Background: an optimization exercise with open tools, aiming at small area and a short achievable clock period. Do not read the settings as production practice.
The RTL was checked by simulation tests, not by an equivalence proof against the original design.
No activity file was given, so power comes from the tool's default toggle rates.

==> design/flow/design.v <==
package iq_pkg;
  localparam int IQ_W              = 16;
  localparam int RX_FIFO_ADDR_W    = 6;
  localparam int RX_FIFO_AFULL_LVL = 48;
  localparam int STAT_RX_OVF_BIT   = 6;
  localparam int STAT_RX_UDF_BIT   = 7;
  function automatic logic [7:0] rx_fifo_status(input logic ovf, input logic udf);
    logic [7:0] s;
    s                  = '0;
    s[STAT_RX_OVF_BIT] = ovf;
    s[STAT_RX_UDF_BIT] = udf;
    rx_fifo_status = s;
  endfunction
endpackage
module iq_dpram #(
  parameter int ADDR_W = 6,
  parameter int WIDTH  = 32
) (
  input  logic              clk_in,
  input  logic              rst,
  input  logic              wr_en,
  input  logic [ADDR_W-1:0] wr_addr,
  input  logic [WIDTH-1:0]  wr_dat,
  input  logic              rd_en,
  input  logic [ADDR_W-1:0] rd_addr,
  output logic [WIDTH-1:0]  rd_dat
);
  logic [WIDTH-1:0] mem_q [2**ADDR_W];
  logic [WIDTH-1:0] rd_dat_q;
  always_ff @(posedge clk_in) begin
    if (wr_en) mem_q[wr_addr] <= wr_dat;
  end
  always_ff @(posedge clk_in) begin
    if (rst)        rd_dat_q <= '0;
    else if (rd_en) rd_dat_q <= mem_q[rd_addr];
  end
  assign rd_dat = rd_dat_q;
endmodule
import iq_pkg::*;
module rx_iq_fifo #(
  parameter int DATA_W    = IQ_W,
  parameter int ADDR_W    = RX_FIFO_ADDR_W,
  parameter int AFULL_LVL = RX_FIFO_AFULL_LVL
) (
  input  logic                     clk_in,
  input  logic                     rst,
  input  logic signed [DATA_W-1:0] in_I,
  input  logic signed [DATA_W-1:0] in_Q,
  input  logic                     in_valid,
  input  logic                     rd_req,
  output logic signed [DATA_W-1:0] out_I,
  output logic signed [DATA_W-1:0] out_Q,
  output logic                     out_valid,
  output logic [ADDR_W:0]          level,
  output logic                     empty,
  output logic                     almost_full,
  output logic                     overflow,
  output logic                     underflow,
  input  logic                     clr_flags
);
  localparam logic [ADDR_W:0] ONE      = {{ADDR_W{1'b0}}, 1'b1};
  localparam logic [ADDR_W:0] AFULL_TH = AFULL_LVL[ADDR_W:0];
  logic [ADDR_W:0]     wr_ptr_q, wr_ptr_d;
  logic [ADDR_W:0]     rd_ptr_q, rd_ptr_d;
  logic [ADDR_W:0]     level_q, level_d;
  logic                ovf_q, ovf_d;
  logic                udf_q, udf_d;
  logic                out_vld_q;
  logic                ptr_full, ptr_empty;
  logic                wr_fire, rd_fire;
  logic [2*DATA_W-1:0] rd_dat;
  assign ptr_full  = (wr_ptr_q[ADDR_W] != rd_ptr_q[ADDR_W]) &&
                     (wr_ptr_q[ADDR_W-1:0] == rd_ptr_q[ADDR_W-1:0]);
  assign ptr_empty = (wr_ptr_q == rd_ptr_q);
  assign rd_fire = rd_req && !ptr_empty;
  assign wr_fire = in_valid && (!ptr_full || rd_fire);
  always_comb begin
    wr_ptr_d = wr_ptr_q;
    rd_ptr_d = rd_ptr_q;
    level_d  = level_q;
    ovf_d    = ovf_q;
    udf_d    = udf_q;
    if (wr_fire) wr_ptr_d = wr_ptr_q + ONE;
    if (rd_fire) rd_ptr_d = rd_ptr_q + ONE;
    case ({wr_fire, rd_fire})
      2'b10:   level_d = level_q + ONE;
      2'b01:   level_d = level_q - ONE;
      default: level_d = level_q;
    endcase
    if (clr_flags) begin
      ovf_d = 1'b0;
      udf_d = 1'b0;
    end
    if (in_valid && !wr_fire) ovf_d = 1'b1;
    if (rd_req && !rd_fire)   udf_d = 1'b1;
  end
  always_ff @(posedge clk_in) begin
    if (rst) begin
      wr_ptr_q  <= '0;
      rd_ptr_q  <= '0;
      level_q   <= '0;
      ovf_q     <= 1'b0;
      udf_q     <= 1'b0;
      out_vld_q <= 1'b0;
    end else begin
      wr_ptr_q  <= wr_ptr_d;
      rd_ptr_q  <= rd_ptr_d;
      level_q   <= level_d;
      ovf_q     <= ovf_d;
      udf_q     <= udf_d;
      out_vld_q <= rd_fire;
    end
  end
  iq_dpram #(
    .ADDR_W (ADDR_W),
    .WIDTH  (2*DATA_W)
  ) u_ram (
    .clk_in  (clk_in),
    .rst     (rst),
    .wr_en   (wr_fire && !rst),
    .wr_addr (wr_ptr_q[ADDR_W-1:0]),
    .wr_dat  ({in_Q, in_I}),
    .rd_en   (rd_fire && !rst),
    .rd_addr (rd_ptr_q[ADDR_W-1:0]),
    .rd_dat  (rd_dat)
  );
  assign out_I       = rd_dat[DATA_W-1:0];
  assign out_Q       = rd_dat[2*DATA_W-1:DATA_W];
  assign out_valid   = out_vld_q;
  assign level       = level_q;
  assign empty       = (level_q == '0);
  assign almost_full = (level_q >= AFULL_TH);
  assign overflow    = ovf_q;
  assign underflow   = udf_q;
endmodule
==> design/flow/run.sh <==
#!/bin/bash
# synth_recipe.tcl (not shown) runs the flow's synth.tcl, then flattens the netlist and writes it again
# the make line also repeats each setting of config.mk as NAME=value (left out here)
make -C /OpenROAD-flow-scripts/flow DESIGN_CONFIG=/design/flow/config.mk WORK_HOME=/design/flow/orfs CLKGATE_MAP_FILE= SYNTH_SCRIPT=/design/flow/synth_recipe.tcl finish
==> design/flow/config.mk <==
export PLATFORM = sky130hd
export DESIGN_NAME = rx_iq_fifo
export DESIGN_NICKNAME = rx_iq_fifo
export VERILOG_FILES = /design/flow/design.v
export SDC_FILE = /design/flow/constraint.sdc
export NUM_CORES = 4
export LEC_CHECK = 0
export CAP_MARGIN = 20
export CORE_MARGIN = 2
export CORE_UTILIZATION = 40
export SETUP_SLACK_MARGIN = 1.0
export SLEW_MARGIN = 20
==> design/flow/constraint.sdc <==
create_clock -name core_clock -period 3.5 [get_ports {clk_in}]
set_input_delay 0.7000 -clock core_clock [delete_from_list [all_inputs] [get_ports {clk_in}]]
set_output_delay 0.7000 -clock core_clock [all_outputs]
set_load 0.01 [all_outputs]
==> summary.md <==
| Metric | Value |
|---|---|
| Outcome | `timing/DRC/antenna clean` |
| Clock latency at the later pin of the worst-skew pair | `0.86 ns` |
| Share of layout cells above drive strength 1 | `approximately two fifths` |
| WP data required | `4.23 ns` |
| Fin. Hold Viols | `0` |
| P per Cell Area | `approximately 570 nW/µm²` |
| Main combinational cell family by area after synthesis | `multiplexers` |
| Met2 usage | `37.1%` |
| Hold WC Path Type | `input port to register` |
| Area of the multi-input gates | `19,700 µm²` |
| Slew at the pin closest to its max-slew limit | `around 1.2 ns` |
| Nets | `4,817` |
| Final Setup Violations | `0` |
| Die X | `454 µm` |
| #FFs+latches synth | `2,104` |
| Root Buffer | `clkbuf_16` |
| Tcrit/Tclk final | `between 80% and 90%` |
| Initial DRC count | `~5,800` |
| Ys flop type | `edfxtp_1` |
| Post-synth cell types | `62` |
| CTS Buffer Depth | `3` |
| GPL Wtd Cong | `0.878` |
| Hold Buf Count CTS | `0` |
| Clock sinks | `2,104` |
| Pre-CTS setup slack | `-0.211 ns` |
| Num ports | `81` |
| Mapped Nets | `3,950` |
| Mux cell area share after synthesis | `14.2%` |
| Crit. Startpoint | `rd_ptr_q[0]` |
| Most common cell in the netlist | `edfxtp_1` |
| CP Class | `register to register` |
| Synth Area in XOR/XNOR | `0.227%` |
| Post-synth ARST share | `0%` |
| TritonCTS clock tree | `yes` |
| Initial antenna violation count | `11` |
| DRC violations left | `0` |
| RSZ-0062 raised after global routing | `yes` |
| Reg area | `62,700 µm²` |
| CP Data Arrival Time | `3.66 ns` |
| Synth cell count leaders | `edfxtp_1 (2,048), mux4_2 (322), mux2i_1 (269), a22oi_1 (157), nor2_1 (144)` |
| CTS buffer count | `212` |
| Hold path depth | `2` |
| R2R cell count | `15` |
| EDFF count, synth | `2,048` |
| Fill cells | `15,500` |
| Register area share after synthesis | `77.3%` |
| Max rail drop VDD | `about 0.56 mV` |
| Cell Area, Synth | `81,000 µm²` |
| Fmax | `341 MHz` |
| Synthesized netlist cell count | `3,905` |
| Syn Area/Cell | `about 21 µm²` |
| Synth Area in Simple Gates | `2.07%` |
| WL/cell | `approximately 33 µm` |
| Die Y | `454 µm` |
| Dominant cell type by area after synthesis | `edfxtp_1` |
| Layer with the highest usage | `met2` |
| I/O Buffers | `80` |
| H-tree depth reported by CTS | `4` |
| Post-synth top area share | `roughly 76%` |
| Hold path start | `rst` |
| Post-Synth Adder-Cell Area | `0.133%` |
| GR Layer Usage met3 | `3.40%` |
| Crit Path Max Fanout | `5` |
| Compound-gate portion of the synthesized area | `4.21%` |
| Yosys warns | `2` |
| Pins Over Slew Limit | `0` |
| Total number of vias | `around 45,000` |
| CP Capture Type | `register` |
| Largest net degree at the start of global routing | `between 60 and 70` |
| Overflow left after global routing | `0` |
| Core area | `202,000 µm²` |
| Drt total wl | `between 200,000 and 300,000 µm` |
| DRT antenna net count | `0` |
| Detailed placement HPWL | `138,000 µm` |
| First-pass GRT wire length | `337,000 µm` |
| DRT Pass-1 Iters | `5` |
| Max cap viols | `0` |
| Vias per inst | `5.89` |
| Synth-to-Final Area Change | `28.2%` |
| Clk_skew | `0.0409 ns` |
| Pleak | `33.3 nW` |
| Final WS setup | `0.565 ns` |
| Post-route insts no fill | `7,635` |
| Vias in the first global route | `42,200` |
| Die area | `206,000 µm²` |
| Global-route track usage on met1 | `~32%` |
| Rel. slew slack | `between 20% and 30%` |
| Clock Pin Slew Worst Setup and Hold Paths | `0.06 ns` |
| Total placed cells including tap cells | `approximately 6,700` |
| CP Launch Type | `register` |
| Ranking of synthesized cells by area | `edfxtp_1 (76%), mux4_2 (9.0%), mux2i_1 (3.3%)` |
| FP Rows | `between 150 and 200` |
| Overall Global Routing Usage | `23.4%` |
| Final hold slack | `0.154 ns` |
| Worst r2r src | `rd_ptr_q[0]` |
| Initial Utilization | `40.2%` |
| Tmin final | `2.94 ns` |
metal layers:
layer	part of all wire [%]	up-vias
met4	5.0	4
met5	0.013	-
li1	-	18200
met1	39	23900
met2	48	2414
met3	8.0	417
critical path, cell delays in order, from the launching register on:
cell,delay [ns]
dfxtp_4,0.36
buf_12,0.12
buf_12,0.13
buf_4,0.13
buf_6,0.11
buf_12,0.13
buf_8,0.13
buf_16,0.14
buf_12,0.12
buf_4,0.12
mux4_2,0.35
o22ai_2,0.08
nor2_2,0.24
a22oi_2,0.13
buf_6,0.18
a311oi_1,0.31
sequential cells by signal, summed over array words and instances, names as in the netlist:
name and count:
wr_ptr_q 7, rd_ptr_q 7, out_vld_q 1, ovf_q 1
udf_q 1, u_ram.rd_dat_q 32, level_q 7, u_ram.mem_q 2048
final cells by class:
class,instances,share of cell area [%]
diodes,7,0.0169
clock buffers,261,5.39
clock inverters,137,0.989
inverters,8,0.0373
multi-input cells,1588,19.0
flip-flops and latches,2104,60.4
well taps,2672,3.22
repair buffers,858,11.0
power breakdown:
group          leakage, nW  total [mW]  internal (mW)  switching (mW)
clock network         3.26        21.8           12.2            9.59
logic                 11.2        9.67           5.03            4.65
registers             18.9        28.0           27.8           0.239
total                 33.3        59.5           45.0            14.5
worst paths after layout:
| kind | slack (ns) | endpoint |
|---|---|---|
| max | 0.56 | u_ram.rd_dat_q[31] |
| min | 0.15 | rd_ptr_q[4] |
| max reg2reg | 0.56 | u_ram.rd_dat_q[31] |
| min reg2reg | 0.48 | ovf_q |
kinds of logic after synthesis:
| logic type | Yosys count |
|---|---|
| AND/OR/NAND/NOR | 371 |
| buffers and inverters | 233 |
| flip-flops | 2104 |
| AO/OA/AOI/OAI | 490 |
| XOR/XNOR | 21 |
| adder cells (fa/ha/maj) | 8 |
| multiplexers | 678 |
what timing repair did:
action / 4_1_cts / 5_1_grt
buffers inserted: 169 / 241
endpoints found under the hold margin: 0 / 0
gates cloned: 60 / 41
pin swaps: 118 / 171
gates resized for setup: 391 / 429
setup endpoints to repair: 1908 / 1939
metrics by stage:
stage               util (%)  TNS (ns)  instance area (µm²)  total power, mW
floorplan                  -         0                81300             32.6
global placement        43.1   -153.72                86900             35.0
global route            51.5         0               104000             61.0
finish                  51.5         0               104000             59.5
CTS                     48.9         0                98600             58.6
detailed placement      43.3    -57.43                87300             35.1
placed cells by master (no fill, tap or decap), types with 84 or more instances in the layout:
master / Yosys / layout
nor2_4: 0 / 90
a21oi_1: 121 / 87
mux2i_1: 269 / 264
buf_4: 43 / 393
edfxtp_1: 2048 / 2048
buf_6: 17 / 90
clkbuf_16: 0 / 244
mux4_2: 322 / 335
a22oi_1: 157 / 84
buf_12: 9 / 179

port drivers added, routing unchanged:
How much do the figures lean on ideal ports? The routed layout below was timed once more, with nothing changed but the port constraints. Step 1, drivers: a clkbuf_16 drives clk_in and a buf_2 each remaining input, both assumed. Step 2, shift: input delay + t, output delay - t, t = (earliest + latest rising clock arrival at the registers) / 2. This alone moves slack from input paths to output paths. Three values: ideal, step 1, step 2; two values: the first two.
t (ns): 0.920
slack for setup (ns): 0.565 / 0.565 / 0.083
clock arrival spread, ns: 0.041 / 0.041
slew at the worst register clock pin (ns): 0.07 / 0.07
After both steps setup and hold are still met in this run. For this run, drivers alone change the setup slack by 0.000 ns; drivers and shift together by -0.482 ns.
